Context: an optimization exercise on an open-source flow, tuned for small area, a short achievable clock period and few clock cycles per item. The choices shown serve that exercise and are no tape-out recipe.
Only simulation tests tie the RTL to the original design; equivalence was not proved.

<file path="flow/constraint.sdc">
create_clock -name core_clock -period 110.0 [get_ports {clk}]
set_input_delay 22.0000 -clock core_clock [delete_from_list [all_inputs] [get_ports {clk}]]
set_output_delay 22.0000 -clock core_clock [all_outputs]
set_load 0.01 [all_outputs]
</file>
<file path="flow/flow/run.sh">
#!/bin/bash
# Layout flow: the standard ORFS flow, except that the buffers put on
# every input and output port are sky130_fd_sc_hd__buf_1 instead of the
# delay cell that buffer_ports picks by default. Everything else, synthesis
# included, is standard.sh unchanged.
set -euo pipefail
bash standard.sh "BUFFER_PORTS_ARGS=-buffer_cell sky130_fd_sc_hd__buf_1" finish > standard_flow.log 2>&1
</file>
<file path="flow/standard.sh">
#!/bin/bash
# synth_recipe.tcl (not shown) runs the flow's synth.tcl, then flattens the netlist and writes it again
# the make line also repeats each setting of config.mk as NAME=value (left out here)
make -C /OpenROAD-flow-scripts/flow DESIGN_CONFIG=/design/flow/config.mk WORK_HOME=/design/flow/orfs CLKGATE_MAP_FILE= SYNTH_SCRIPT=/design/flow/synth_recipe.tcl "${@:-finish}"
</file>
<file path="flow/config.mk">
export PLATFORM = sky130hd
export DESIGN_NAME = bilin_simd4_top
export DESIGN_NICKNAME = bilin_simd4_top
export VERILOG_FILES = /design/flow/design.v
export SDC_FILE = /design/flow/constraint.sdc
export NUM_CORES = 4
export LEC_CHECK = 0
export CAP_MARGIN = 20
export CORE_MARGIN = 2
export CORE_UTILIZATION = 60
export CTS_CLUSTER_DIAMETER = 70
export CTS_CLUSTER_SIZE = 28
export SLEW_MARGIN = 20
</file>
<file path="flow/design.v">
`default_nettype none
package bilin_pkg;
  typedef logic [15:0] dim_t;
  typedef logic [7:0] pix_t;
  typedef logic [7:0] frac_t;
  typedef logic [8:0] weight_t;
  typedef logic [15:0] scale_t;
  typedef logic [23:0] fix_t;
  typedef logic [31:0] acc_t;
  typedef logic [19-1:0] addr_t;
  typedef struct packed {
    dim_t  col;
    frac_t fx;
    addr_t addr;
    logic  in_range;
  } lane_coord_t;
  typedef struct packed {
    dim_t  row;
    frac_t fy;
  } row_coord_t;
  typedef struct packed {
    logic  en;
    addr_t addr;
    pix_t  data;
  } wr_port_t;
  typedef logic [1:0] nbr_sel_t;
  typedef enum logic [3:0] {
    S_IDLE,
    S_INIT,
    S_ROW_START,
    S_SETUP,
    S_A00,
    S_D00,
    S_A10,
    S_D10,
    S_A01,
    S_D01,
    S_A11,
    S_D11,
    S_MUL,
    S_WRITE,
    S_ADVANCE,
    S_DONE
  } ctrl_state_t;
endpackage
`default_nettype wire
`default_nettype none
module bilin_rca #(
  parameter int N = 8
) (
  input  wire logic [N-1:0] a,
  input  wire logic [N-1:0] b,
  input  wire logic         ci,
  output logic      [N-1:0] s,
  output logic              co
);
  logic [N:0] c;
  assign c[0] = ci;
  for (genvar i = 0; i < N; i++) begin : g_bit
    assign s[i]   = a[i] ^ b[i] ^ c[i];
    assign c[i+1] = (a[i] & b[i]) | (c[i] & (a[i] ^ b[i]));
  end
  assign co = c[N];
endmodule
module bilin_dec #(
  parameter int N = 8
) (
  input  wire logic [N-1:0] a,
  input  wire logic         c,
  output logic      [N-1:0] s
);
  logic [N:0] bw;
  assign bw[0] = c;
  for (genvar i = 0; i < N; i++) begin : g_bit
    assign s[i]    = a[i] ^ bw[i];
    assign bw[i+1] = bw[i] & ~a[i];
  end
endmodule
module bilin_bk #(
  parameter int N = 16,
  parameter int L = 4
) (
  input  wire logic [N-1:0] a,
  input  wire logic [N-1:0] b,
  output logic      [N-1:0] s
);
  logic [2*L-1:0][N-1:0] g;
  logic [2*L-1:0][N-1:0] p;
  assign g[0] = a & b;
  assign p[0] = a ^ b;
  for (genvar l = 0; l < L; l++) begin : g_up
    for (genvar i = 0; i < N; i++) begin : g_bit
      if ((i % (2 << l)) == ((2 << l) - 1)) begin : g_node
        assign g[l+1][i] = g[l][i] | (p[l][i] & g[l][i - (1 << l)]);
        assign p[l+1][i] = p[l][i] & p[l][i - (1 << l)];
      end else begin : g_wire
        assign g[l+1][i] = g[l][i];
        assign p[l+1][i] = p[l][i];
      end
    end
  end
  for (genvar m = 0; m < L - 1; m++) begin : g_dn
    localparam int LV = L - 2 - m;
    for (genvar i = 0; i < N; i++) begin : g_bit
      if ((i % (2 << LV)) == ((1 << LV) - 1) && i >= (2 << LV)) begin : g_node
        assign g[L+m+1][i] = g[L+m][i] | (p[L+m][i] & g[L+m][i - (1 << LV)]);
        assign p[L+m+1][i] = p[L+m][i] & p[L+m][i - (1 << LV)];
      end else begin : g_wire
        assign g[L+m+1][i] = g[L+m][i];
        assign p[L+m+1][i] = p[L+m][i];
      end
    end
  end
  assign s = p[0] ^ {g[2*L-1][N-2:0], 1'b0};
endmodule
module bilin_vmul (
  input  wire logic [7:0]  i_fy,
  input  wire logic [7:0]  i_n0,
  input  wire logic [7:0]  i_n1,
  output logic      [15:0] o_v
);
  logic [8:0] d;
  logic       d_co;
  bilin_rca #(.N(9)) u_d (
    .a  ({1'b0, i_n1}),
    .b  ({1'b1, ~i_n0}),
    .ci (1'b1),
    .s  (d),
    .co (d_co)
  );
  logic [9:0][15:0] rows;
  assign rows[8] = {i_n0, 8'd0};
  assign rows[9] = 16'h0100;
  for (genvar k = 0; k < 8; k++) begin : g_row
    logic [8:0] r;
    assign r[7:0]  = d[7:0] & {8{i_fy[k]}};
    assign r[8]    = ~(d[8] & i_fy[k]);
    assign rows[k] = 16'({7'd0, r} << k);
  end
  logic [8:0][15:0] cs_s;
  logic [8:0][15:0] cs_c;
  assign cs_s[0] = rows[8];
  assign cs_c[0] = rows[9];
  for (genvar k = 0; k < 8; k++) begin : g_csa
    assign cs_s[k+1] = cs_s[k] ^ cs_c[k] ^ rows[k];
    assign cs_c[k+1] = {(cs_s[k][14:0] & cs_c[k][14:0]) | (cs_s[k][14:0] & rows[k][14:0]) |
                        (cs_c[k][14:0] & rows[k][14:0]), 1'b0};
  end
  bilin_bk #(.N(16), .L(4)) u_fin (.a (cs_s[8]), .b (cs_c[8]), .s (o_v));
endmodule
module bilin_hmul (
  input  wire logic [7:0]  i_fx,
  input  wire logic [15:0] i_vl,
  input  wire logic [16:0] i_dd,
  output logic      [7:0]  o_pix
);
  logic [9:0][23:0] rows;
  assign rows[8] = {i_vl, 8'd0};
  assign rows[9] = 24'h018000;
  for (genvar k = 0; k < 8; k++) begin : g_row
    logic [16:0] r;
    assign r[15:0] = i_dd[15:0] & {16{i_fx[k]}};
    assign r[16]   = ~(i_dd[16] & i_fx[k]);
    assign rows[k] = 24'({7'd0, r} << k);
  end
  logic [8:0][23:0] cs_s;
  logic [8:0][23:0] cs_c;
  assign cs_s[0] = rows[8];
  assign cs_c[0] = rows[9];
  for (genvar k = 0; k < 8; k++) begin : g_csa
    assign cs_s[k+1] = cs_s[k] ^ cs_c[k] ^ rows[k];
    assign cs_c[k+1] = {(cs_s[k][22:0] & cs_c[k][22:0]) | (cs_s[k][22:0] & rows[k][22:0]) |
                        (cs_c[k][22:0] & rows[k][22:0]), 1'b0};
  end
  logic [31:0] sm32;
  logic [23:0] sm;
  bilin_bk #(.N(32), .L(5)) u_fin (.a ({8'd0, cs_s[8]}), .b ({8'd0, cs_c[8]}), .s (sm32));
  assign sm = sm32[23:0];
  assign o_pix = sm[23:16];
endmodule
`default_nettype wire
`default_nettype none
module bilin_simd4_top (
  input  wire logic        clk,
  input  wire logic        rst_n,
  input  wire logic        i_start,
  input  wire logic [15:0] i_in_w,
  input  wire logic [15:0] i_in_h,
  input  wire logic [15:0] i_scale,
  input  wire logic [31:0] i_rd_data,
  output logic             o_busy,
  output logic             o_done,
  output logic [15:0]      o_out_w,
  output logic [15:0]      o_out_h,
  output logic [75:0]      o_rd_addr,
  output logic [3:0]       o_wr_en,
  output logic [75:0]      o_wr_addr,
  output logic [31:0]      o_wr_data
);
  localparam int LANES = 3;
  localparam logic [1:0] ST_IDLE  = 2'd0;
  localparam logic [1:0] ST_SETUP = 2'd1;
  localparam logic [1:0] ST_RUN   = 2'd2;
  localparam logic [1:0] ST_DONE  = 2'd3;
  logic [1:0] st;
  logic [1:0] st_n;
  logic       st_run;
  logic       busy_r;
  logic       done_r;
  assign st_run = st == ST_RUN;
  assign o_busy = busy_r;
  assign o_done = done_r;
  logic [15:0] wr;
  logic [15:0] hr;
  logic [15:0] sr;
  always_ff @(posedge clk) begin
    wr <= i_in_w;
    hr <= i_in_h;
  end
  logic [15:0] drem;
  logic [15:0] inv;
  logic [15:0] pwh;
  logic [15:0] phh;
  logic [23:0] pw;
  logic [23:0] ph;
  logic [3:0]  cnt;
  logic        sfirst;
  assign o_out_w = pwh;
  assign o_out_h = phh;
  assign pw      = {pwh, rem[7:0]};
  assign ph      = {phh, rem[15:8]};
  assign drem    = gap;
  assign cnt     = mcnt;
  assign sr      = rows_left;
  logic [3:0]  sp;
  logic [3:0]  sk0;
  logic [3:0]  sk;
  logic [15:0] drem_e;
  always_comb begin
    sp = 4'd0;
    for (int b = 0; b < 16; b++) begin
      if (sr[b]) sp = 4'(b);
    end
    sk0 = sp[3] ? sp : (4'd0 - sp);
    sk  = sfirst ? sk0 : cnt;
    drem_e = drem;
    if (sfirst) begin
      drem_e = 16'd0;
      drem_e[4'd15 - sk0] = 1'b1;
    end
  end
  logic [16:0] drem2;
  logic [16:0] dsub;
  logic        dge;
  logic        sbit;
  logic [15:0] inv_n;
  logic [23:0] pw_n;
  logic [23:0] ph_n;
  logic        pw_co;
  logic        ph_co;
  logic        setup_last;
  assign drem2 = {drem_e, 1'b0};
  assign sbit  = sr[sk];
  assign inv_n = {sfirst ? 15'd0 : inv[14:0], dge};
  assign setup_last = (st == ST_SETUP) && !sfirst && (cnt == 4'd0);
  bilin_rca #(.N(17)) u_div (
    .a (drem2), .b (~{1'b0, sr}), .ci (1'b1), .s (dsub), .co (dge)
  );
  bilin_rca #(.N(24)) u_pw (
    .a (sfirst ? 24'd0 : {pw[22:0], 1'b0}), .b ({8'd0, wr & {16{sbit}}}), .ci (1'b0),
    .s (pw_n), .co (pw_co)
  );
  bilin_rca #(.N(24)) u_ph (
    .a (sfirst ? 24'd0 : {ph[22:0], 1'b0}), .b ({8'd0, hr & {16{sbit}}}), .ci (1'b0),
    .s (ph_n), .co (ph_co)
  );
  always_ff @(posedge clk) begin
    if (st == ST_SETUP) begin
      inv <= inv_n;
      pwh <= pw_n[23:8];
      phh <= ph_n[23:8];
    end
  end
  logic [15:0] wm2;
  logic [15:0] hm2;
  logic        wm2_co;
  logic        hm2_co;
  bilin_rca #(.N(16)) u_wm2 (.a (wr), .b (16'hfffe), .ci (1'b0), .s (wm2), .co (wm2_co));
  bilin_rca #(.N(16)) u_hm2 (.a (hr), .b (16'hfffe), .ci (1'b0), .s (hm2), .co (hm2_co));
  logic [3:0] hb;
  always_comb begin
    hb = 4'd0;
    for (int b = 0; b < 16; b++) begin
      if (hr[b]) hb = 4'(b);
    end
  end
  logic [3:0][18:0] ra;
  assign o_rd_addr = {ra[3], ra[2], ra[1], ra[0]};
  logic [7:0]  fx0;
  logic [15:0] gap;
  logic        cached;
  logic [15:0] rem;
  logic [7:0]  fyc;
  logic [23:0] sy;
  logic [15:0] rows_left;
  logic [18:0] mb;
  logic [3:0]  mcnt;
  logic        mbusy;
  logic        iss;
  logic        waitrow;
  logic [18:0] xi;
  logic [18:0] xq;
  bilin_dec #(.N(19)) u_xi (.a (ra[0]), .c (cached), .s (xi));
  bilin_dec #(.N(19)) u_xq (.a (ra[2]), .c (cached), .s (xq));
  logic        sy_le;
  logic        sy_cl;
  logic [15:0] syd;
  logic [15:0] rn;
  logic [7:0]  fyn;
  bilin_rca #(.N(16)) u_sycl (.a (hm2), .b (~sy[23:8]), .ci (1'b1), .s (syd), .co (sy_le));
  assign sy_cl = !sy_le;
  assign rn    = sy_cl ? hm2 : sy[23:8];
  assign fyn   = sy_cl ? 8'hff : sy[7:0];
  logic [LANES:1][17:0] tj;
  logic [LANES:1]       tj_co;
  bilin_rca #(.N(18)) u_t1 (
    .a ({10'd0, fx0}), .b ({2'd0, inv}), .ci (1'b0), .s (tj[1]), .co (tj_co[1])
  );
  if (LANES >= 2) begin : g_t2
    bilin_rca #(.N(18)) u_t2 (
      .a ({10'd0, fx0}), .b ({1'd0, inv, 1'b0}), .ci (1'b0), .s (tj[2]), .co (tj_co[2])
    );
  end
  if (LANES >= 3) begin : g_t3
    logic [17:0] ca;
    logic [17:0] cb;
    logic [17:0] cc;
    logic [17:0] cs;
    logic [17:0] cy;
    assign ca = {10'd0, fx0};
    assign cb = {2'd0, inv};
    assign cc = {1'd0, inv, 1'b0};
    assign cs = ca ^ cb ^ cc;
    assign cy = (ca & cb) | (ca & cc) | (cb & cc);
    bilin_rca #(.N(18)) u_t3 (
      .a (cs), .b ({cy[16:0], 1'b0}), .ci (1'b0), .s (tj[3]), .co (tj_co[3])
    );
  end
  logic                 gbig;
  logic [LANES:1][9:0]  dj;
  logic [LANES:1]       gge;
  logic [LANES:1]       clj;
  logic [LANES:1]       le0;
  logic [LANES:1]       le1;
  logic [LANES:1]       le2;
  logic [LANES:1]       eq1;
  logic g_z;
  logic g_1;
  logic g_le2;
  assign gbig  = |gap[15:10];
  assign g_z   = gap == 16'd0;
  assign g_1   = gap == 16'd1;
  assign g_le2 = gap <= 16'd2;
  for (genvar j = 1; j <= LANES; j++) begin : g_cl
    logic [9:0] gd;
    assign dj[j] = tj[j][17:8];
    bilin_rca #(.N(10)) u_cmp (.a (gap[9:0]), .b (~dj[j]), .ci (1'b1), .s (gd), .co (gge[j]));
    assign clj[j] = !gbig && !gge[j];
    assign le0[j] = clj[j] ? g_z : (dj[j] == 10'd0);
    assign le1[j] = clj[j] ? (g_z || g_1) : (dj[j][9:1] == 9'd0);
    assign eq1[j] = clj[j] ? g_1 : (dj[j] == 10'd1);
    assign le2[j] = clj[j] ? g_le2 : ((dj[j][9:2] == 8'd0) && !(dj[j][1] && dj[j][0]));
  end
  logic [LANES-1:0]      emit;
  logic [LANES-1:0][7:0] fxj;
  logic [LANES-1:0]      selj;
  logic [2:0]            e_n;
  logic                  row_end;
  logic [7:0]            te;
  logic [9:0]            de;
  logic                  cle;
  logic                  le0e;
  logic                  le1e;
  logic                  le2e;
  logic                  cached_n;
  logic                  cidx;
  always_comb begin
    emit[0] = 1'b1;
    fxj[0]  = fx0;
    selj[0] = !cached;
    for (int j = 1; j < LANES; j++) begin
      emit[j] = emit[j-1] && (rem > 16'(j)) && (cached ? le1[j] : le0[j]);
      fxj[j]  = clj[j] ? 8'hff : tj[j][7:0];
      selj[j] = cached ? eq1[j] : 1'b1;
    end
    if (LANES == 3) begin
      emit[2] = emit[1] && (rem > 16'd2) && (cached ? eq1[2] : le0[2]);
      selj[2] = 1'b1;
    end
    e_n = 3'd1;
    for (int j = 1; j < LANES; j++) begin
      if (emit[j]) e_n = 3'(j + 1);
    end
    row_end = rem <= {13'd0, e_n};
    te   = tj[1][7:0];
    de   = dj[1];
    cle  = clj[1];
    le0e = le0[1];
    le1e = le1[1];
    le2e = le2[1];
    for (int j = 2; j <= LANES; j++) begin
      if (e_n == 3'(j)) begin
        te   = tj[j][7:0];
        de   = dj[j];
        cle  = clj[j];
        le0e = le0[j];
        le1e = le1[j];
        le2e = le2[j];
      end
    end
    cached_n = cached ? (le2e && !le0e) : le1e;
    cidx = cached ? !le1e : !le0e;
  end
  logic last_row;
  logic newrow;
  logic rowstart;
  assign last_row = rows_left == 16'd1;
  assign newrow   = st_run && (iss ? (row_end && !last_row) : waitrow) && !mbusy;
  assign rowstart = setup_last || newrow;
  logic [15:0] delta;
  logic        cached_nn;
  logic [19:0] a0_s;
  logic [19:0] a2_s;
  logic [18:0] a0_n;
  logic [18:0] a1_n;
  logic [18:0] a2_n;
  logic [18:0] a3_n;
  logic [1:0]  a_co;
  assign delta     = cle ? gap : {6'd0, de};
  assign cached_nn = !rowstart && cached_n;
  logic [1:0] as_co;
  bilin_rca #(.N(20)) u_a0 (
    .a ({rowstart ? mb : xi, 1'b1}), .b ({3'd0, rowstart ? 16'd0 : delta, cached_nn}), .ci (1'b0),
    .s (a0_s), .co (as_co[0])
  );
  bilin_rca #(.N(20)) u_a2 (
    .a ({rowstart ? mb : xq, 1'b1}), .b ({3'd0, rowstart ? wr : delta, cached_nn}), .ci (1'b0),
    .s (a2_s), .co (as_co[1])
  );
  assign a0_n = a0_s[19:1];
  assign a2_n = a2_s[19:1];
  bilin_rca #(.N(19)) u_a1 (.a (a0_n), .b (19'd0), .ci (1'b1), .s (a1_n), .co (a_co[0]));
  bilin_rca #(.N(19)) u_a3 (.a (a2_n), .b (19'd0), .ci (1'b1), .s (a3_n), .co (a_co[1]));
  logic [15:0] gap_sub;
  logic        gap_co;
  bilin_rca #(.N(16)) u_gap (.a (gap), .b (~{6'd0, de}), .ci (1'b1), .s (gap_sub), .co (gap_co));
  logic [15:0] rem_sub;
  logic        rem_co;
  bilin_rca #(.N(16)) u_rem (.a (rem), .b (~{13'd0, e_n}), .ci (1'b1), .s (rem_sub), .co (rem_co));
  logic [23:0] sy_add;
  logic        sy_co;
  bilin_rca #(.N(24)) u_sy (.a (sy), .b ({8'd0, inv}), .ci (1'b0), .s (sy_add), .co (sy_co));
  logic [15:0] rl_sub;
  logic        rl_co;
  bilin_rca #(.N(16)) u_rl (.a (rows_left), .b (16'hffff), .ci (1'b0), .s (rl_sub), .co (rl_co));
  logic [18:0] mb_add;
  logic        mb_co;
  bilin_rca #(.N(19)) u_mb (
    .a ({mb[17:0], 1'b0}), .b ({3'd0, wr & {16{rn[mcnt]}}}), .ci (1'b0), .s (mb_add), .co (mb_co)
  );
  logic [LANES-1:0]      v1;
  logic [LANES-1:0][7:0] fx1;
  logic [LANES-1:0]      sel1;
  logic [7:0]            fy1;
  logic                  cidx1;
  logic                  fin1;
  logic [31:0]           nd;
  logic [15:0]           vc;
  always_comb begin
    st_n = st;
    case (st)
      ST_IDLE:  if (i_start) st_n = ST_SETUP;
      ST_SETUP: if (setup_last) st_n = (pw_n[23:8] == 16'd0) ? ST_DONE : ST_RUN;
      ST_RUN:   if (fin1) st_n = ST_DONE;
      default:  st_n = ST_IDLE;
    endcase
  end
  always_ff @(posedge clk or negedge rst_n) begin
    if (!rst_n) begin
      st      <= ST_IDLE;
      busy_r  <= 1'b0;
      done_r  <= 1'b0;
      sfirst  <= 1'b0;
      iss     <= 1'b0;
      waitrow <= 1'b0;
      mbusy   <= 1'b0;
      v1      <= '0;
      fin1    <= 1'b0;
    end else begin
      st     <= st_n;
      busy_r <= (st_n == ST_SETUP) || (st_n == ST_RUN);
      done_r <= st_n == ST_DONE;
      sfirst <= (st == ST_IDLE) && i_start;
      fin1   <= 1'b0;
      v1     <= '0;
      if (setup_last) begin
        iss   <= pw_n[23:8] != 16'd0;
        mbusy <= 1'b1;
      end else if (st_run) begin
        if (iss) begin
          v1 <= emit;
          if (row_end) begin
            if (last_row) begin
              iss  <= 1'b0;
              fin1 <= 1'b1;
            end else if (mbusy) begin
              iss     <= 1'b0;
              waitrow <= 1'b1;
            end
          end
        end else if (newrow) begin
          iss     <= 1'b1;
          waitrow <= 1'b0;
        end
        if (newrow) begin
          mbusy <= 1'b1;
        end else if (mcnt == 4'd0) begin
          mbusy <= 1'b0;
        end
      end else begin
        mbusy <= 1'b0;
      end
    end
  end
  always_ff @(posedge clk) begin
    ra[0]  <= a0_n;
    ra[1]  <= a1_n;
    ra[2]  <= a2_n;
    ra[3]  <= a3_n;
    cached <= cached_nn;
    fx0    <= rowstart ? 8'd0 : (cle ? 8'hff : te);
    if (rowstart) begin
      gap <= wm2;
      rem <= setup_last ? pw_n[23:8] : pwh;
    end else if (st == ST_SETUP) begin
      gap <= 16'(dge ? dsub : drem2);
      rem <= {ph_n[7:0], pw_n[7:0]};
    end else begin
      gap <= cle ? 16'd0 : gap_sub;
      rem <= rem_sub;
    end
    if (rowstart || st == ST_SETUP) begin
      mb   <= 19'd0;
      mcnt <= rowstart ? hb : (sk - 4'd1);
    end else if (mbusy) begin
      mb   <= mb_add;
      mcnt <= mcnt - 4'd1;
    end
    if (setup_last) begin
      fyc       <= 8'd0;
      sy        <= {8'd0, inv_n};
      rows_left <= ph_n[23:8];
    end else if (st == ST_IDLE || st == ST_SETUP) begin
      rows_left <= i_scale;
    end else if (newrow) begin
      fyc       <= fyn;
      sy        <= sy_add;
      rows_left <= rl_sub;
    end
    fx1   <= fxj;
    sel1  <= selj;
    fy1   <= fyc;
    cidx1 <= cidx;
    nd    <= i_rd_data;
  end
  logic [15:0] vn1;
  logic [15:0] vn2;
  bilin_vmul u_v1 (.i_fy (fy1), .i_n0 (nd[7:0]),  .i_n1 (nd[23:16]), .o_v (vn1));
  bilin_vmul u_v2 (.i_fy (fy1), .i_n0 (nd[15:8]), .i_n1 (nd[31:24]), .o_v (vn2));
  logic [16:0] dl0;
  logic [16:0] dl1;
  logic        dl0_co;
  logic        dl1_co;
  bilin_rca #(.N(17)) u_dl0 (.a ({1'b0, vn1}), .b (~{1'b0, vc}),  .ci (1'b1), .s (dl0), .co (dl0_co));
  bilin_rca #(.N(17)) u_dl1 (.a ({1'b0, vn2}), .b (~{1'b0, vn1}), .ci (1'b1), .s (dl1), .co (dl1_co));
  logic [LANES-1:0][7:0] pix;
  for (genvar j = 0; j < LANES; j++) begin : g_h
    bilin_hmul u_h (
      .i_fx  (fx1[j]),
      .i_vl  (sel1[j] ? vn1 : vc),
      .i_dd  (sel1[j] ? dl1 : dl0),
      .o_pix (pix[j])
    );
  end
  logic [LANES-1:0]       wen;
  logic [LANES-1:0][18:0] wad;
  logic [LANES-1:0][7:0]  wdt;
  logic [1:0]             wcnt;
  logic [18:0]            wa0_n;
  logic                   wa0_co;
  always_comb begin
    wcnt = 2'd0;
    for (int j = 0; j < LANES; j++) wcnt = wcnt + {1'b0, wen[j]};
  end
  bilin_rca #(.N(19)) u_wa0 (
    .a (setup_last ? 19'd0 : wad[0]), .b ({17'd0, setup_last ? 2'd0 : wcnt}), .ci (1'b0),
    .s (wa0_n), .co (wa0_co)
  );
  always_ff @(posedge clk) begin
    vc <= cidx1 ? vn2 : vn1;
    wdt <= pix;
    wad[0] <= wa0_n;
  end
  for (genvar j = 1; j < LANES; j++) begin : g_wad
    logic [18:0] wj;
    logic        wj_co;
    bilin_rca #(.N(19)) u_wj (.a (wa0_n), .b (19'(j)), .ci (1'b0), .s (wj), .co (wj_co));
    always_ff @(posedge clk) wad[j] <= wj;
  end
  always_ff @(posedge clk or negedge rst_n) begin
    if (!rst_n) begin
      wen <= '0;
    end else begin
      wen <= v1;
    end
  end
  always_comb begin
    o_wr_en   = '0;
    o_wr_addr = '0;
    o_wr_data = '0;
    for (int j = 0; j < LANES; j++) begin
      o_wr_en[j]            = wen[j];
      o_wr_addr[19*j +: 19] = wad[j];
      o_wr_data[8*j +: 8]   = wdt[j];
    end
  end
endmodule
`default_nettype wire
</file>
==> run notes, run 1 <==
Outcome: complete, no violations
Routed Antenna Nets: 0
DR WL met3: 3730 um
Clk Latency, worst-skew pair: 0.59 ns
Top cells by area, synth: fa_1, dfxtp_1, ha_1
Yosys top cell by area: fa_1
Sequential area share after synthesis: 23.7%
Initial antenna violation count: 2
WL met1: 39,900 um
CTS Sinks: 446
Slew HR: 35.2%
RR Startpoint: nd[0]
Max FO, Critical Path: 1
Fraction of layout cells with a size suffix above 1: 3.98%
Top sig layer: met5
Inserted Clock Buffers: 38
I/O pin total: 305
Synth async-reset ratio: 3.36%
Flop-to-flop setup slack: 90.73 ns
Number of buffers added on ports: 276
Hold Slack: 0.353 ns
Buffer count from post-CTS setup fixing: 0
Met2 wire length: 49,900 um
Fin cells: 5,286
Placed insts: 5,212
Vias in the first global route: 29.3k
Distinct cells, synth: 81
Final setup vio count: 0
Share of Yosys cell area claimed by the top area cell type: 30.5%
Tcrit/Tclk final: 21.1%
Die Height: 267 um
Longest Clk Path Bufs: 3
# resized after CTS: 0
Place WS: 87.03 ns
Hold WC Path Type: reg2reg
Worst Setup Start Kind: flop
RSZ-0062 raised after global routing: no
Worst Max-Slew Pin Slew: 0.970 ns
Max Freq: 0.0430 GHz
Required @ worst endpoint: 88.00 ns
RD Place Congestion: 0.915
Slowest cell delay on critical path: 0.37 ns
Max Slew Vio Count: 0
Vias per inst: 5.35
Top FF cell, synth: dfxtp_1
Data arrival time of the critical path: 1.23 ns
Post-DP HPWL: 78,200 um
Syn_area_per_cell: 9.96 um^2
Initial drt markers: 1,472
Hold_sp: fyc[7]
Clock Pin Slew Worst Setup and Hold Paths: 0.10 ns
Hold endpoint: fy1[7]
Die Span X: 267 um
Fillers: 5,860
Post-synthesis cell area: 41,600 um^2
Setup crit end kind: output port
DR pass1 iterations: 7
Initial Util: 60.6%
Post-route cell area: 44,500 um^2
Overflow after GRT: 0
Final wirelength: 96,300 um
Hold violation count in the final report: 0
DRC Markers: 0
PnR worst setup slack: 86.77 ns
Syn. warnings: 1
Cell count after synthesis: 4,175
Root Buffer: clkbuf_16
Cell Area, Placed: 43,000 um^2
Largest net degree at the start of global routing: 67
Largest delay contributor family on the critical path: flip-flops
Critical Path Slowest Stage Cell: dfrtp_1
Max_cap viols: 0
Die area: 71,400 um^2
Hold buffers post-CTS: 0
Via Count: 28.3k
H-Tree Depth: 2
First-pass GRT wire length: 157,000 um
Hold Path Depth: 0
Post-Route Utilization: 64.8%
Reg2reg path depth: 55
Layout Skew: 0.0339 ns
Reg2reg end: wdt[15]
Num rows: 96
Crit-path cells: buf_1
Instance count on the critical path: 1
EDFF count, synth: 84
Tmin final: 23.23 ns
Area growth syn-to-layout: 6.98%
Flops & latches, synth: 446
Crit path buf inv count: 1
Setup CP Type: reg2out
Nets: 5,451
CTS tree: done
Setup TNS: 0 ns
Overall global routing resource usage: 28.1%
Drt wl/cell: 18.2 um
Core footprint: 68,600 um^2
how the worst max path moves through the flow:
stage | from | to | slack (ns)
2_1_floorplan | i_start | busy_r | 87.24
3_3_place_gp | i_start | busy_r | 87.05
3_5_place_dp | i_start | busy_r | 87.03
4_1_cts | done_r | o_done | 86.74
5_1_grt | pwh[14] | o_out_w[14] | 86.74
6_report | done_r | o_done | 86.77
logic make-up after synthesis:
logic type      count (synthesis)  synth area share (%)
compound gates                454                  6.87
xor+xnor                       59                  1.24
fa+ha+maj                    1049                  43.0
buf+inv                       902                  8.78
flops                         446                  23.7
mux                           108                  2.89
other cells                     1               0.00902
simple gates                 1156                  13.5
sequential cells by signal (all words and copies together) (netlist names), 3 cells and up:
register and cells:
gap 16, phh 16, mb 19, inv 16, pwh 16, v1 3, hr 16, wen 3
vc 16, ra 76, fx0 8, sy 24, wdt 24, fy1 8, nd 32, fx1 24
rem 16, mcnt 4, fyc 8, rows_left 16, wr 16, wad 56
Yosys cell counts (7+ instances only):
master	instances
nand2b_1	38
nor4_1	17
and2_1	264
or2_2	9
o21ai_0	118
ha_1	412
buf_4	64
fa_1	634
dfxtp_1	347
dfrtp_1	15
nor2_1	159
o211ai_1	18
mux2i_1	72
xor2_1	18
xnor2_1	41
and3_1	10
o221ai_2	8
o21a_1	7
o21ai_1	33
inv_1	674
nand4_1	11
a21o_1	35
a21oi_1	126
nor2b_1	69
a211oi_1	19
a221oi_1	10
nand3_1	22
clkbuf_1	140
nor3_1	44
nand2_1	485
edfxtp_1	84
a31oi_1	17
buf_1	18
mux2_2	28
layer usage:
layer	global-route usage, %	vias to the layer above
met5	0	-
met4	8.18	2
met3	3.39	116
met2	50.2	531
met1	35.7	14200
li1	-	13400
cells in the final DEF, fill, tap and decap left out, drive strengths merged, types with 38 or more instances in the layout:
cell | netlist | routed
dfxtp | 347 | 347
edfxtp | 84 | 84
fa | 634 | 634
ha | 412 | 412
mux2i | 72 | 72
buf | 87 | 301
nand2b | 38 | 38
xnor2 | 41 | 41
nor2b | 69 | 69
nor2 | 161 | 161
clkbuf | 140 | 42
inv | 675 | 691
a21oi | 126 | 126
and2 | 264 | 264
nand2 | 485 | 485
nor3 | 46 | 46
o21ai | 152 | 152
cell type report:
class / instances / area (um^2) / area share (%)
sequential: 446 / 9850 / 22.1
multi-input combinational: 2860 / 28200 / 63.5
clock inverter: 27 / 480 / 1.08
tap: 931 / 1160 / 2.62
clock buffer: 42 / 987 / 2.22
inverter: 675 / 2530 / 5.70
timing repair buffer: 301 / 1220 / 2.75
antenna: 4 / 10.0 / 0.0225
Testbench counts, summed over its fixed seeds: cycles 24,827, items 58,680.
==> run 2, diff against run 1 <==
--- a/flow/config.mk
+++ b/flow/config.mk
@@ -8,6 +8,7 @@
 export CAP_MARGIN = 20
 export CORE_MARGIN = 2
-export CORE_UTILIZATION = 60
+export CORE_UTILIZATION = 70
 export CTS_CLUSTER_DIAMETER = 70
-export CTS_CLUSTER_SIZE = 28
+export CTS_CLUSTER_SIZE = 30
+export GPL_TIMING_DRIVEN = 0
 export SLEW_MARGIN = 20
==> run 2 against run 1 <==
Core utilization grew 12 points. Critical endpoint is now o_out_w[2]. Register-to-register slack lost 0.19 ns. Largest cell class unchanged. Synthesized cell count is the same.
==> run notes, run 2 <==
Num rows: 89 (was 96)
Distinct cells, synth: 81 (unchanged)
Sequential area share after synthesis: 23.7% (unchanged)
Placed insts: 5,258 (was 5,212)
Ant. Diodes: 0 (was 4)
Setup CP Type: reg2out (unchanged)
Overflow after GRT: 0 (unchanged)
Initial Util: 70.6% (was 60.6%)
Crit-path cells: buf_4 -> buf_1 (was buf_1)
Flop-to-flop setup slack: 90.54 ns (was 90.73 ns)
Reg2reg end: wdt[15] (unchanged)
Commonest cells in the netlist: inv_1, fa_1, nand2_1, ha_1, dfxtp_1 (unchanged)
Post-Route Utilization: 76.5% (was 64.8%)
Max FO, Critical Path: 3 (was 1)
Top FF cell, synth: dfxtp_1 (unchanged)
Via Count: 30.0k (was 28.3k)
Buffer count from post-CTS setup fixing: 0 (unchanged)
Syn. warnings: 1 (unchanged)
Top cells by area, synth: fa_1, dfxtp_1, ha_1 (unchanged)
Final wirelength: 104,000 um (was 96,300 um)
Instance count on the critical path: 2 (was 1)
Required @ worst endpoint: 88.00 ns (about the same)
Tcrit/Tclk final: 21.3% (was 21.1%)
Clock Pin Slew Worst Setup and Hold Paths: 0.10 ns (about the same)
Worst Setup Start Kind: flop (unchanged)
Cell Area, Placed: 43,700 um^2 (was 43,000 um^2)
Reg2reg path depth: 55 (unchanged)
Hold WC Path Type: reg2reg (unchanged)
Vias per inst: 5.65 (was 5.35)
Share of Yosys cell area claimed by the top area cell type: 30.5% (unchanged)
CP startpoint: pwh[2] (was done_r)
Layout Skew: 0.0570 ns (was 0.0339 ns)
EDFF count, synth: 84 (unchanged)
Nets: 5,651 (was 5,451)
Yosys top cell by area: fa_1 (unchanged)
Overall global routing resource usage: 35.1% (was 28.1%)
PnR worst setup slack: 86.59 ns (was 86.77 ns)
Max_cap viols: 0 (unchanged)
Commonest non-fill, non-tap cell in the layout: inv_1 (unchanged)
DR pass1 iterations: 8 (was 7)
Die area: 61,400 um^2 (was 71,400 um^2)
Die Span X: 248 um (was 267 um)
Top reg by flops: ra (unchanged)
Die Height: 248 um (was 267 um)
Max Slew Vio Count: 0 (unchanged)
Crit path buf inv count: 2 (was 1)
Drt wl/cell: 19.6 um (was 18.2 um)
Initial antenna violation count: 1 (was 2)
Inserted Clock Buffers: 35 (was 38)
Longest Clk Path Bufs: 3 (unchanged)
Area growth syn-to-layout: 8.42% (was 6.98%)
Fraction of layout cells with a size suffix above 1: 4.53% (was 3.98%)
Data arrival time of the critical path: 1.41 ns (was 1.23 ns)
Largest net degree at the start of global routing: 38 (was 67)
Syn_area_per_cell: 9.96 um^2 (unchanged)
Vias in the first global route: 30.8k (was 29.3k)
RD Place Congestion: 0.992 (was 0.915)
Tmin final: 23.41 ns (was 23.23 ns)
Flops & latches, synth: 446 (unchanged)
Synth async-reset ratio: 3.36% (unchanged)
Worst Max-Slew Pin Slew: 0.972 ns (was 0.970 ns)
Worst setup path end: o_out_w[2] (was o_done)
RR Startpoint: nd[1] (was nd[0])
DRC Markers: 0 (unchanged)
Post-DP HPWL: 85,300 um (was 78,200 um)
Routed Antenna Nets: 0 (unchanged)
Max reg flops: 76 (unchanged)
Cell count after synthesis: 4,175 (unchanged)
RSZ-0062 raised after global routing: no (unchanged)
Place WS: 86.93 ns (was 87.03 ns)
Initial drt markers: 2,059 (was 1,472)
Max Freq: 0.0427 GHz (was 0.0430 GHz)
Slew HR: 33.3% (was 35.2%)
CTS Sinks: 446 (unchanged)
Most frequent cells in the layout: inv_1, fa_1, nand2_1 (unchanged)
I/O pin total: 305 (unchanged)
Outcome: complete, no violations (unchanged)
Most frequent cell after synthesis: inv_1 (unchanged)
Fin cells: 5,321 (was 5,286)
Hold violation count in the final report: 0 (unchanged)
Post-route cell area: 45,100 um^2 (was 44,500 um^2)
First-pass GRT wire length: 165,000 um (was 157,000 um)
Final setup vio count: 0 (unchanged)
Critical Path Slowest Stage Cell: edfxtp_1 (was dfrtp_1)
Setup crit end kind: output port (unchanged)
Clk Latency, worst-skew pair: 0.61 ns (was 0.59 ns)
CTS tree: done (unchanged)
Setup TNS: 0 ns (unchanged)
# resized after CTS: 0 (unchanged)
Hold buffers post-CTS: 0 (unchanged)
Number of buffers added on ports: 276 (unchanged)
Post-synthesis cell area: 41,600 um^2 (unchanged)
Largest delay contributor family on the critical path: flip-flops (unchanged)
Slowest cell delay on critical path: 0.52 ns (was 0.37 ns)
Core footprint: 58,900 um^2 (was 68,600 um^2)
Largest regs: ra (76), wad (56), nd (32) (unchanged)
H-Tree Depth: 2 (unchanged)
Root Buffer: clkbuf_16 (unchanged)
==> run 2: cell counts after synthesis <==
No cell type changed its count.
==> run 2: layout make-up <==
class / instances / area [um^2]
flip-flops and latches: 446 / 9840
plain buffers: 227 / 1120
clock buffers: 36 / 901
clock inverters: 27 / 448
inverters: 675 / 2530
multi-input cells: 2860 / 28200
fillers: 4198 / 13800
repair buffers: 277 / 1060
well taps: 773 / 967
==> run 2: per-layer routing <==
layer	global-route usage, %	vias up	wire length [um]
met2	60.2	1053	51700
met5	0	-	0
met3	4.37	270	5980
met1	44.6	14900	41200
li1	-	13800	-
met4	16.0	0	5400
==> run 2: cell families (layout without fill, tap and decap cells) <==
kind of cell	count (synthesis)	in the layout	synth area share [%]
AOI/OAI and AO/OA	454	454	6.87
xor gates and xnor gates	59	59	1.24
adders and majority gates	1049	1049	43.0
buffers and inverters	902	1242	8.78
DFF	446	446	23.7
muxes	108	108	2.89
other	1	34	0.00902
and+or+nand+nor	1156	1156	13.5
==> run 2: metrics by stage <==
stage,hold WS (ns)
after CTS,0.357
final,0.357
after detailed placement,0.337
after global routing,0.371
after floorplan,0.331
after global placement,0.335
==> run 2: worst min-delay path by stage <==
stage                     cells past startpoint      to   start
after CTS                                     0  fy1[1]  fyc[1]
final                                         0  fy1[1]  fyc[1]
after global routing                          0  fy1[1]  fyc[1]
after detailed placement                      0  wen[1]   v1[1]
after floorplan                               0  fx1[7]  fx0[7]
after global placement                        0  wen[1]   v1[1]
==> run 2: worst register-to-register path, delay by kind of cell, from the launching register on <==
kind	cells	cell delay (ns)
compound gates	8	2.50
buf+inv	6	0.80
fa+ha+maj	33	14.59
simple gates	4	0.53
xor+xnor	4	0.53
flops	1	0.40
==> run 3, diff against run 2 <==
--- a/flow/config.mk
+++ b/flow/config.mk
@@ -11,4 +11,3 @@
 export CTS_CLUSTER_DIAMETER = 70
 export CTS_CLUSTER_SIZE = 30
-export GPL_TIMING_DRIVEN = 0
 export SLEW_MARGIN = 20
==> run 3 against run 2 <==
Via count decreased by 5.0%. Synthesized area unchanged. Flip-flop and latch count unchanged. Critical path type unchanged. Die area unchanged. Wire length decreased by 10%. Largest cell class unchanged. Still clean on timing, DRC and antenna. Register-to-register slack improved by 0.13 ns. Critical endpoint is now o_out_w[9]. Critical path depth decreased by 1.
==> run notes, run 3 <==
Outcome: complete, no violations (unchanged)
Commonest cells in the netlist: inv_1, fa_1, nand2_1, ha_1, dfxtp_1 (unchanged)
CP startpoint: pwh[9] (was pwh[2])
Hold violation count in the final report: 0 (unchanged)
Yosys top cell by area: fa_1 (unchanged)
Worst Max-Slew Pin Slew: 1.03 ns (was 0.972 ns)
Final setup vio count: 0 (unchanged)
Most frequent cell after synthesis: inv_1 (unchanged)
Data arrival time of the critical path: 1.24 ns (was 1.41 ns)
Synth async-reset ratio: 3.36% (unchanged)
Max_cap viols: 0 (unchanged)
Syn_area_per_cell: 9.96 um^2 (unchanged)
Clk Latency, worst-skew pair: 0.63 ns (was 0.61 ns)
Setup CP Type: reg2out (unchanged)
Setup crit end kind: output port (unchanged)
Post-DP HPWL: 76,000 um (was 85,300 um)
Max reg flops: 76 (unchanged)
Most frequent cells in the layout: inv_1, fa_1, nand2_1 (unchanged)
Die Height: 248 um (unchanged)
Worst Setup Start Kind: flop (unchanged)
RD Place Congestion: 0.957 (was 0.992)
Top cells by area, synth: fa_1, dfxtp_1, ha_1 (unchanged)
RR Startpoint: nd[0] (was nd[1])
Number of buffers added on ports: 276 (unchanged)
H-Tree Depth: 1 (was 2)
Largest net degree at the start of global routing: 67 (was 38)
Post-Route Utilization: 74.7% (was 76.5%)
Layout Skew: 0.0262 ns (was 0.0570 ns)
Slew HR: 31.1% (was 33.3%)
I/O pin total: 305 (unchanged)
Max FO, Critical Path: 3 (unchanged)
Distinct cells, synth: 81 (unchanged)
Required @ worst endpoint: 88.00 ns (about the same)
Overflow after GRT: 0 (unchanged)
Die area: 61,400 um^2 (unchanged)
Drt wl/cell: 18.3 um (was 19.6 um)
Tcrit/Tclk final: 21.1% (was 21.3%)
Initial drt markers: 1,531 (was 2,059)
RSZ-0062 raised after global routing: no (unchanged)
CTS tree: done (unchanged)
Sequential area share after synthesis: 23.7% (unchanged)
Hold_sp: fyc[1] (unchanged)
# resized after CTS: 0 (unchanged)
Hold WC Path Type: reg2reg (unchanged)
Initial Util: 70.6% (unchanged)
Slowest cell delay on critical path: 0.44 ns (was 0.52 ns)
CTS Sinks: 446 (unchanged)
Top FF cell, synth: dfxtp_1 (unchanged)
Final wirelength: 93,700 um (was 104,000 um)
Hold buffers post-CTS: 0 (unchanged)
Flops & latches, synth: 446 (unchanged)
Root Buffer: clkbuf_16 (unchanged)
Largest delay contributor family on the critical path: flip-flops (unchanged)
Overall global routing resource usage: 31.6% (was 35.1%)
Top reg by flops: ra (unchanged)
Syn. warnings: 1 (unchanged)
Critical Path Slowest Stage Cell: edfxtp_1 (unchanged)
Longest Clk Path Bufs: 3 (unchanged)
Setup TNS: 0 ns (unchanged)
Post-synthesis cell area: 41,600 um^2 (unchanged)
Clock Pin Slew Worst Setup and Hold Paths: 0.11 ns (was 0.10 ns)
Hold Slack: 0.358 ns (was 0.357 ns)
Initial antenna violation count: 4 (was 1)
Crit path buf inv count: 1 (was 2)
Tmin final: 23.24 ns (was 23.41 ns)
Area growth syn-to-layout: 5.88% (was 8.42%)
Share of Yosys cell area claimed by the top area cell type: 30.5% (unchanged)
Vias per inst: 5.59 (was 5.65)
Num rows: 89 (unchanged)
Crit-path cells: buf_1 (was buf_4 -> buf_1)
First-pass GRT wire length: 153,000 um (was 165,000 um)
Max Slew Vio Count: 0 (unchanged)
Via Count: 28.5k (was 30.0k)
Die Span X: 248 um (unchanged)
EDFF count, synth: 84 (unchanged)
Commonest non-fill, non-tap cell in the layout: inv_1 (unchanged)
DR pass1 iterations: 5 (was 8)
Cell count after synthesis: 4,175 (unchanged)
DRC Markers: 0 (unchanged)
Inserted Clock Buffers: 31 (was 35)
Nets: 5,440 (was 5,651)
Vias in the first global route: 29.4k (was 30.8k)
Core footprint: 58,900 um^2 (unchanged)
Largest regs: ra (76), wad (56), nd (32) (unchanged)
Routed Antenna Nets: 0 (unchanged)
Buffer count from post-CTS setup fixing: 0 (unchanged)
Max Freq: 0.0430 GHz (was 0.0427 GHz)
Fraction of layout cells with a size suffix above 1: 3.65% (was 4.53%)
[run 3: cell counts after synthesis]
No cell type changed its count.
[run 3: final timing paths]
kind	endpoint	slack [ns]	cells after the start
setup / recovery	o_out_w[9]	86.76	1
hold / removal	fy1[1]	0.36	0
setup reg to reg	wdt[15]	90.67	55
hold reg to reg	fy1[1]	0.36	0
max in group asynchronous	sfirst	88.05	1
min in group asynchronous	st[0]	21.41	1
[run 3: per-stage QoR]
| step | cell area (um^2) | cells | setup slack, ns |
|---|---|---|---|
| finish | 44000 | 5109 | 86.76 |
| global route | 44000 | 5107 | 86.72 |
| CTS | 44000 | 5107 | 86.74 |
| detailed placement | 42800 | 5051 | 87.03 |
| global placement | 42800 | 5051 | 87.10 |
| floorplan | 41700 | 4208 | 87.24 |
[run 3: routing by layer]
layer	vias up	wire (um)	global-route usage, %
met2	665	48700	56.7
met3	178	3900	3.41
li1	13400	-	-
met4	6	3630	11.5
met5	-	42	0
met1	14300	37500	39.6
[run 3: cells by family after synthesis]
logic type / synth area share, %
xor gates and xnor gates: 1.24
buffers and inverters: 8.78
AOI/OAI and AO/OA: 6.87
muxes: 2.89
other: 0.00902
adders and majority gates: 43.0
and+or+nand+nor: 13.5
DFF: 23.7
[run 3: final cells by class]
type                    count  area, um^2
fillers                  4474       14900
inverters                 675        2530
repair buffers            297        1190
clock buffers              33         815
flip-flops and latches    446        9850
multi-input cells        2860       28200
clock inverters            23         428
diodes                      2        5.00
well taps                 773         967
[run 3: worst reg2reg max path: cells and delay by family, from the launching register on]
| kind | cells | cell delay (ns) |
|---|---|---|
| adder cells (fa/ha/maj) | 34 | 14.91 |
| AO/OA/AOI/OAI | 8 | 2.43 |
| XOR/XNOR | 4 | 0.62 |
| buffers and inverters | 5 | 0.35 |
| flip-flops | 1 | 0.38 |
| AND/OR/NAND/NOR | 4 | 0.54 |

re-timing with driven ports:
The results above use ideal ports. As a check the final layouts listed here were re-extracted and re-timed, cells and wires unchanged. Step 1, drivers: a clkbuf_16 drives clk and a buf_2 each remaining input, both assumed. Step 2, shift: input delay + t, output delay - t, t = (earliest + latest rising clock arrival at the registers) / 2. This alone moves slack from input paths to output paths. Slacks: ideal / step 1 / step 2; pairs: ideal / step 1.
| run | t (ns) | setup slack, ns | worst data-port slew with drivers (ns) |
|---|---|---|---|
| run 1 | 0.650 | 86.770 / 86.701 / 87.066 | 0.10 |
| run 2 | 0.647 | 86.589 / 86.524 / 86.918 | 0.08 |
| run 3 | 0.682 | 86.756 / 86.692 / 87.017 | 0.09 |
After both steps setup and hold are still met in every run listed.
